Source: an optimization exercise on an open RTL-to-GDS flow (aim: small area, a short achievable clock period and few clock cycles per item). Production flows keep margins and buffers that such runs may drop. Function was checked by simulation only, so behaviour that the tests miss may differ from the original.

==> inputs of exp/willow <==
## bloch_spinlock_euler_step_top
module bloch_spinlock_euler_step_top (
  input  logic                                 clk_i,
  input  logic                                 rst_ni,
  input  logic                                 in_valid_i,
  output logic                                 in_stall_o,
  input  bse_pkg::in_word_t                    in_word_i,
  output logic                                 out_valid_o,
  input  logic                                 out_stall_i,
  output bse_pkg::out_word_t                   out_word_o,
  input  logic                                 cfg_we_i,
  input  logic [bse_pkg::CFG_IDX_W-1:0]        cfg_idx_i,
  input  logic [bse_pkg::CFG_DATA_W-1:0]       cfg_data_i
);
  function automatic logic [47:0] enc32(input logic [31:0] a, input logic flip);
    logic [32:0] ax;
    logic [15:0] one, two, neg;
    ax = {a, 1'b0};
    for (int j = 0; j < 16; j++) begin
      one[j] = ax[2*j+1] ^ ax[2*j];
      two[j] = (ax[2*j+2] & ~ax[2*j+1] & ~ax[2*j]) | (~ax[2*j+2] & ax[2*j+1] & ax[2*j]);
      neg[j] = ax[2*j+2] ^ flip;
    end
    enc32 = {neg, two, one};
  endfunction
  function automatic logic [50:0] enc_dt(input logic [31:0] a);
    logic [35:0] ax;
    logic [16:0] one, two, neg;
    ax = {3'b000, a, 1'b0};
    for (int j = 0; j < 17; j++) begin
      one[j] = ax[2*j+1] ^ ax[2*j];
      two[j] = (ax[2*j+2] & ~ax[2*j+1] & ~ax[2*j]) | (~ax[2*j+2] & ax[2*j+1] & ax[2*j]);
      neg[j] = ax[2*j+2];
    end
    enc_dt = {neg, two, one};
  endfunction
  logic signed [31:0] r1_q, r2_q, ix_q, iy_q, iz_q;
  logic [16:0]        dt_one, dt_two, dt_neg;
  logic [31:0]        dt_raw;
  logic signed [31:0] wx_q, wy_q, dw_q;
  logic               first_q, last_q;
  logic signed [31:0] mx_q, my_q, mz_q;
  logic signed [52:0] d_q;
  logic               c27_q;
  logic               out_valid_q;
  logic               w_v;
  logic [1:0]         i_row;
  logic               b_v, b_first, b_last;
  logic [1:0]         b_row;
  logic [15:0]        op0_one, op0_two, op0_neg;
  logic [15:0]        op1_one, op1_two, op1_neg;
  logic [15:0]        op2_one, op2_two, op2_neg;
  logic               op0_n, op1_n, op2_n;
  ...
Settings: LEC_CHECK=0, CAP_MARGIN=20, CORE_MARGIN=2, CORE_UTILIZATION=40, PLACE_DENSITY=0.45, SETUP_SLACK_MARGIN=4.5, SLEW_MARGIN=20, TNS_END_PERCENT=100; clock period 11.0 ns.
run.sh (not shown) runs the stock make flow with config.mk's settings and CLKGATE_MAP_FILE= SYNTH_SCRIPT=/design/flow/synth_recipe.tcl, a recipe that flattens the netlist after the stock synthesis.
==> exp/zinc: changes against exp/willow <==
--- a/flow/config.mk
+++ b/flow/config.mk
@@ -8,6 +8,6 @@
 export CAP_MARGIN = 20
 export CORE_MARGIN = 2
-export CORE_UTILIZATION = 40
-export PLACE_DENSITY = 0.45
+export CORE_UTILIZATION = 48
+export PLACE_DENSITY = 0.5
 export SETUP_SLACK_MARGIN = 4.5
 export SLEW_MARGIN = 20
==> exp/sierra: changes against exp/willow <==
--- a/flow/config.mk
+++ b/flow/config.mk
@@ -10,5 +10,5 @@
 export CORE_UTILIZATION = 40
 export PLACE_DENSITY = 0.45
-export SETUP_SLACK_MARGIN = 4.5
+export SETUP_SLACK_MARGIN = 3
 export SLEW_MARGIN = 20
 export TNS_END_PERCENT = 100
==> qor summary <==
| item | exp/willow | exp/sierra | exp/zinc |
|---|---|---|---|
| Outcome | no timing/DRC/antenna violations | no timing/DRC/antenna violations | no timing/DRC/antenna violations |
| Least-Margin Pin Slew | 1.45 ns | 1.30 ns | 1.32 ns |
| GRT met2 Usage | 68.1% | 59.7% | 68.3% |
| Post-detailed-placement cell area | 151000 um^2 | 149000 um^2 | 149000 um^2 |
| ClkCell Share | 2.05% | 1.99% | 1.88% |
| Fraction of layout instances using a drive strength above 1 | 20.9% | 15.7% | 19.4% |
| Die Span Y | 598 um | 598 um | 546 um |
| Wire length on met2 | 355 mm | 313 mm | 301 mm |
| Met1 demand-to-capacity share in global routing | 58.5% | 51.1% | 61.7% |
| Hold slack | 0.428 ns | 0.433 ns | 0.441 ns |
| Number of fill cells in the layout | 33.3k | 33.7k | 25.8k |
| Number of cells in the finished layout apart from fillers | 20.0k | 19.6k | 19.1k |
| Met3 routing resource usage after global routing | 17.7% | 12.0% | 22.7% |
| Number of placed cells counting well taps | 18.9k | 18.9k | 18.2k |
| Dpl hpwl | 646 mm | 550 mm | 558 mm |
| Max frequency | 123 MHz | 121 MHz | 118 MHz |
| Storage element area | 20000 um^2 | 20000 um^2 | 19900 um^2 |
| Flop2flop setup slack | 2.86 ns | 2.71 ns | 2.55 ns |
| Min Tclk post-route | 8.14 ns | 8.29 ns | 8.45 ns |
| Final period utilization | 74.0% | 75.4% | 76.8% |
Testbench counts of exp/willow, summed over its fixed seeds: cycles 10,954, items 2,908.
Testbench counts of exp/zinc, summed over its fixed seeds: cycles 10,954, items 2,908.
Testbench counts of exp/sierra, summed over its fixed seeds: cycles 10,954, items 2,908.

re-timing with driven ports:
No port has a modelled driver above. Below, the same layouts with a new extraction and two added sets of constraints. Step 1: set_driving_cell puts a clkbuf_16 on clk_i and a buf_2 on each other input, an assumption about the parent block. Step 2 also shifts input and output timing later by t, the mid clock arrival at the registers, as if the neighbouring blocks saw the same clock. a / b / c = no drivers / after step 1 / after step 2; a / b = the first two.
run | shift t [ns] | setup slack, ns | hold slack, ns | worst setup path at the end | slew at the worst register clock pin (ns)
exp/willow | 0.968 | 2.858 / 2.858 / 2.858 | 0.428 / 0.428 / 0.428 | register to register | 0.09 / 0.09
exp/zinc | 0.846 | 2.554 / 2.554 / 2.554 | 0.441 / 0.441 / 0.441 | register to register | 0.08 / 0.08
exp/sierra | 0.943 | 2.707 / 2.707 / 2.707 | 0.433 / 0.433 / 0.433 | register to register | 0.07 / 0.07
After both steps setup and hold are still met in every run listed.
